This is an optimization exercise on Yosys and OpenROAD, whose aim is small area, a short achievable clock period and few clock cycles per item, not a production implementation.
In this exercise RTL edits were held to simulation tests only and were not proved equivalent to the original.
Power figures rest on the tool's default switching activity, not on a simulated workload.

// apsel_top
module apsel_top (
  input  wire logic        clk,
  input  wire logic        rst,
  input  wire logic        req_valid,
  output logic             req_stall,
  input  wire logic        req_cmd,
  input  wire logic [2:0]  req_arm,
  input  wire logic [15:0] req_reward,
  input  wire logic [15:0] req_draw,
  output logic             res_valid,
  input  wire logic        res_stall,
  output logic [2:0]       res_chosen_arm,
  output logic [2:0]       res_best_arm,
  input  wire logic        psel,
  input  wire logic        penable,
  input  wire logic        pwrite,
  input  wire logic [2:0]  paddr,
  input  wire logic [31:0] pwdata,
  output logic [31:0]      prdata,
  output logic             pready
);
Size in the first run: roughly 5800 cells after synthesis, ~410 flip-flops.
==> flow/config.mk <==
export PLATFORM = sky130hd
export DESIGN_NAME = apsel_top
export DESIGN_NICKNAME = apsel_top
export VERILOG_FILES = /design/flow/design.v
export SDC_FILE = /design/flow/constraint.sdc
export NUM_CORES = 4
export LEC_CHECK = 0
export ABC_AREA = 1
export CAP_MARGIN = 20
export CORE_MARGIN = 2
export CORE_UTILIZATION = 40
export SLEW_MARGIN = 20
==> flow/constraint.sdc <==
create_clock -name core_clock -period 14.0 [get_ports {clk}]
set_input_delay 2.8000 -clock core_clock [delete_from_list [all_inputs] [get_ports {clk}]]
set_output_delay 2.8000 -clock core_clock [all_outputs]
set_load 0.01 [all_outputs]
standard.sh (not shown) runs the stock make flow with config.mk's settings and CLKGATE_MAP_FILE= SYNTH_SCRIPT=/design/flow/synth_recipe.tcl, a recipe that flattens the netlist after the stock synthesis.
==> flow/flow/run.sh <==
#!/bin/bash
# Layout: the standard flow (standard synthesis, floorplan, placement, CTS,
# routing), with plain buffers on the ports and a tighter setup target for the
# timing repair steps. The SDC is the design's, unchanged.
set -uo pipefail
bash standard.sh finish \
  SETUP_SLACK_MARGIN=8.0 \
  "BUFFER_PORTS_ARGS=-buffer_cell sky130_fd_sc_hd__buf_2" \
  > standard_flow.log 2>&1
status=$?
cp -r orfs/logs flow_logs 2>/dev/null || true
exit $status
Testbench counts at the start, summed over its fixed seeds: cycles 2,447, items 1,200.
Then changed:
Settings changed: CTS_CLUSTER_DIAMETER set to 80, CTS_CLUSTER_SIZE set to 16.
The new run finished clean.
Utilization came out lower by 0.50 points.
Synthesized cell count is unchanged.
Via count came out higher by 0.57%.
Design area came out lower by 1.1%.
Sequential power barely changes.
Global-route usage barely changes.
Power came out lower by 3.1%.
Worst setup slack improved by 0.0048 ns.
Then changed:
Settings changed: CTS_CLUSTER_DIAMETER 80 to 100, CTS_CLUSTER_SIZE 16 to 20.
Cell area went down slightly.
Global-route usage is about the same.
Routed wire length shrinks slightly.
Worst setup slack is about the same.

* * *

run A:
apsel_top, a different RTL version from the one above (not shown whole).
Size: roughly 410 flip-flops, ~120 I/O pins.
==> flow/config.mk <==
export PLATFORM = sky130hd
export DESIGN_NAME = apsel_top
export DESIGN_NICKNAME = apsel_top
export VERILOG_FILES = /design/flow/design.v
export SDC_FILE = /design/flow/constraint.sdc
export NUM_CORES = 4
export LEC_CHECK = 0
export ABC_AREA = 1
export CAP_MARGIN = 20
export CORE_MARGIN = 2
export CORE_UTILIZATION = 40
export SLEW_MARGIN = 20
==> flow/constraint.sdc <==
create_clock -name core_clock -period 14.0 [get_ports {clk}]
set_input_delay 2.8000 -clock core_clock [delete_from_list [all_inputs] [get_ports {clk}]]
set_output_delay 2.8000 -clock core_clock [all_outputs]
set_load 0.01 [all_outputs]
==> flow/flow/run.sh <==
#!/bin/bash
# Layout: the standard flow (standard synthesis, floorplan, placement, CTS,
# routing), with plain buffers on the ports and a tighter setup target for the
# timing repair steps. The SDC is the design's, unchanged.
set -uo pipefail
bash standard.sh finish \
  SETUP_SLACK_MARGIN=7.5 \
  "BUFFER_PORTS_ARGS=-buffer_cell sky130_fd_sc_hd__buf_2" \
  > standard_flow.log 2>&1
status=$?
cp -r orfs/logs flow_logs 2>/dev/null || true
exit $status
Having completed the whole flow, run A delivered a layout that passed the timing, design-rule and antenna checks.
Testbench counts of run A, summed over its fixed seeds: cycles 2,447, items 1,200.
> inputs changed (run A -> run B)
-- flow/flow/run.sh --
<<< run A, line 7
  SETUP_SLACK_MARGIN=7.5 \
>>> run B, line 7
  SETUP_SLACK_MARGIN=8.0 \
-- flow/config.mk --
<<< run A, line 12
>>> run B, line 12
export CTS_BUF_LIST = sky130_fd_sc_hd__clkbuf_4 sky130_fd_sc_hd__clkbuf_8
### Flow results
Run B finished every step from synthesis to the final layout, and the layout passed the timing, design-rule and antenna checks.
Delta (run B minus run A): maximum frequency +about 5.4%, worst stage delay on the critical path went down.
Relative to run A, the CTS H-tree depth of run B is higher by 1.
Buffers plus inverters on the worst setup path delta for run B relative to run A: 4 lower
| clock transition at the registers of the reported paths | run A vs run B | ≈ equal |
The power drawn by the combinational cells in run B is 1.11 times that in run A.
The number of diodes added for antenna fixing number comes out higher for run B vs run A.
Looking at routed wire length across both flows, run B is the weaker of the two, with run A ahead.
Here is what was changed in the inputs of run C compared with run B.
-- flow/config.mk --
<<< run B, line 12
export CTS_BUF_LIST = sky130_fd_sc_hd__clkbuf_4 sky130_fd_sc_hd__clkbuf_8
>>> run C, line 12
### Flow results
Run C vs run B — detailed-routed wire length on met3 dropped by a few percent
| power in sequential cells | run B vs run C | ≈ equal |
| part of the total power dissipated in combinational logic | run B vs run C | ≈ equal |

* * *

Setup of job 8505:
apsel_top, a different RTL version from the one above (not shown whole).
Size in the first run: about 6100 cells after synthesis.
clock: 14.0 ns
lec_check: 0
abc_area: 1
cap_margin: 20
core_margin: 2
core_utilization: 40
slew_margin: 20
==> flow/flow/run.sh <==
#!/bin/bash
# Layout: the standard flow (standard synthesis, floorplan, placement, CTS,
# routing), with plain buffers on the ports and a tighter setup target for the
# timing repair steps. The SDC is the design's, unchanged.
set -uo pipefail
bash standard.sh finish \
  SETUP_SLACK_MARGIN=8.0 \
  "BUFFER_PORTS_ARGS=-buffer_cell sky130_fd_sc_hd__buf_2" \
  > standard_flow.log 2>&1
status=$?
cp -r orfs/logs flow_logs 2>/dev/null || true
exit $status
No stage failed in job 8505, and the final checks on the layout all came back clean.
Testbench counts of job 8505, summed over its fixed seeds: cycles 2,447, items 1,200.
The inputs of job 9442 differ from those of job 8505 as listed below.
--- a/flow/flow/run.sh
+++ b/flow/flow/run.sh
@@ -5,5 +5,5 @@
 set -uo pipefail
 bash standard.sh finish \
-  SETUP_SLACK_MARGIN=8.0 \
+  SETUP_SLACK_MARGIN=7.5 \
   "BUFFER_PORTS_ARGS=-buffer_cell sky130_fd_sc_hd__buf_2" \
   > standard_flow.log 2>&1
==> comparison <==
On via count of the routed design: job 9442 sits below job 8505. Job 9442 does better than job 8505 on wire length. In the tables for job 9442 and job 8505, logic depth of the worst register-to-register path reads lower with job 9442. When job 9442 is measured against job 8505, its slack of the critical path turns out 0.18 ns lower. In job 9442, final-layout worst hold slack is lower than in job 8505. Job 9442 ends up with higher share of power burned in registers than job 8505 does. [job 9442] global routing usage on met2 fell 0.56 points relative to job 8505. Changes observed in job 9442 relative to job 8505: number of fillers in the final layout now sits at about the same level, fmax shows a reduction of about 3%.
For job 9769, these inputs were changed with respect to job 9442:
Settings: an added SETUP_SLACK_MARGIN of 5.
==> flow/run.sh (new file) <==
#!/bin/bash
# synth_recipe.tcl (not shown) runs the flow's synth.tcl, then flattens the netlist and writes it again
# the make line also repeats each setting of config.mk as NAME=value (left out here)
make -C /OpenROAD-flow-scripts/flow DESIGN_CONFIG=/design/flow/config.mk WORK_HOME=/design/flow/orfs CLKGATE_MAP_FILE= SYNTH_SCRIPT=/design/flow/synth_recipe.tcl finish
removed: flow/flow/run.sh
removed: flow/standard.sh
### Flow results
- On post-route cell area, job 9442 and job 9769 are basically level.
- Compared with job 9442, job 9769 is the less power-hungry design.
- On worst hold slack after final layout, job 9442 and job 9769 are neck and neck.
- Job 9769 reports a higher period utilization than job 9442 does.
- Job 9442 reports its endpoint of the most critical setup path as prdata[8] while job 9769 reports u_core.grp_p[0][15]$_SDFF_PP0_.
- Comparing critical path depth for job 9442 and job 9769, the smaller number came from job 9442.

* * *

apsel_top, a different RTL version from the one above (not shown whole).
Size: ~5800 cells after synthesis, ~120 I/O pins, roughly 51000 um^2 of cells after synthesis.
// apsel_top
module apsel_top (
  input  wire logic        clk,
  input  wire logic        rst,
  input  wire logic        req_valid,
  output logic             req_stall,
  input  wire logic        req_cmd,
  input  wire logic [2:0]  req_arm,
  input  wire logic [15:0] req_reward,
  input  wire logic [15:0] req_draw,
  output logic             res_valid,
  input  wire logic        res_stall,
  output logic [2:0]       res_chosen_arm,
  output logic [2:0]       res_best_arm,
  input  wire logic        psel,
  input  wire logic        penable,
  input  wire logic        pwrite,
  input  wire logic [2:0]  paddr,
  input  wire logic [31:0] pwdata,
  output logic [31:0]      prdata,
  output logic             pready
);
clock: 14.0 ns
lec_check: 0
abc_area: 1
cap_margin: 20
core_margin: 2
core_utilization: 60
slew_margin: 20
==> flow/flow/run.sh <==
#!/bin/bash
# Layout: the standard flow (standard synthesis, floorplan, placement, CTS,
# routing), with plain buffers on the ports and a tighter setup target for the
# timing repair steps. The SDC is the design's, unchanged.
set -uo pipefail
bash standard.sh finish \
  SETUP_SLACK_MARGIN=7.5 \
  "BUFFER_PORTS_ARGS=-buffer_cell sky130_fd_sc_hd__buf_2" \
  > standard_flow.log 2>&1
status=$?
cp -r orfs/logs flow_logs 2>/dev/null || true
exit $status
The baseline finished clean.
Testbench counts at the start, summed over its fixed seeds: cycles 2,447, items 1,200.
==> next run, changes <==
--- a/flow/config.mk
+++ b/flow/config.mk
@@ -10,3 +10,3 @@
 export CORE_MARGIN = 2
-export CORE_UTILIZATION = 60
+export CORE_UTILIZATION = 40
 export SLEW_MARGIN = 20
=> Die area goes up by 49%; non-clock buffer count shrinks by 2; clock-buffer cell count drops by 9; setup slack degrades by 0.025 ns; combinational power came out lower by 3.1%; critical path depth shrinks by 37; first-iteration DRC count went down by 7.7%; final cell count went up by 8.2%; wire length decreases by 2.0%; final area rises by 1.1%; utilization drops by 21 points.

-- static timing again, ports no longer ideal --
No port has a modelled driver above. Below, the same layouts with a new extraction and two added sets of constraints.
Step 1 (the two cells are an assumption about what drives the block):
set clk [get_ports {clk}]
set_driving_cell -lib_cell sky130_fd_sc_hd__clkbuf_16 $clk
set_driving_cell -lib_cell sky130_fd_sc_hd__buf_2 [delete_from_list [all_inputs] $clk]
Step 2 also shifts input and output timing later by t, the mid clock arrival at the registers, as if the neighbouring blocks saw the same clock.
Slacks: no drivers / after step 1 / after step 2; pairs: no drivers / after step 1.
run	t, ns	slack for setup (ns)	slew at the worst register clock pin (ns)	cell pins on the clock port's net
the first run of note 1	0.684	7.975 / 7.694 / 7.694	0.07 / 0.07	1
the second run of note 1	0.657	7.980 / 7.673 / 7.673	0.08 / 0.08	1
the third run of note 1	0.699	7.977 / 7.689 / 7.689	0.10 / 0.10	1
run A	0.674	7.588 / 7.588 / 7.588	0.07 / 0.07	1
run B	0.750	7.919 / 7.715 / 7.649	0.07 / 0.07	1
run C	0.675	7.925 / 7.712 / 7.710	0.07 / 0.07	1
job 8505	0.684	7.819 / 7.694 / 7.667	0.07 / 0.07	1
job 9442	0.690	7.636 / 7.614 / 7.521	0.07 / 0.07	1
job 9769	0.689	6.618 / 6.618 / 6.618	0.07 / 0.07	1
the first run of note 4	0.680	7.562 / 7.562 / 7.562	0.07 / 0.07	1
the second run of note 4	0.694	7.538 / 7.517 / 7.517	0.07 / 0.07	1
After both steps setup and hold are still met in every run listed. The setup slack of the second run of note 1, which loses most, moves by -0.307 ns with the drivers and by -0.307 ns with both steps.
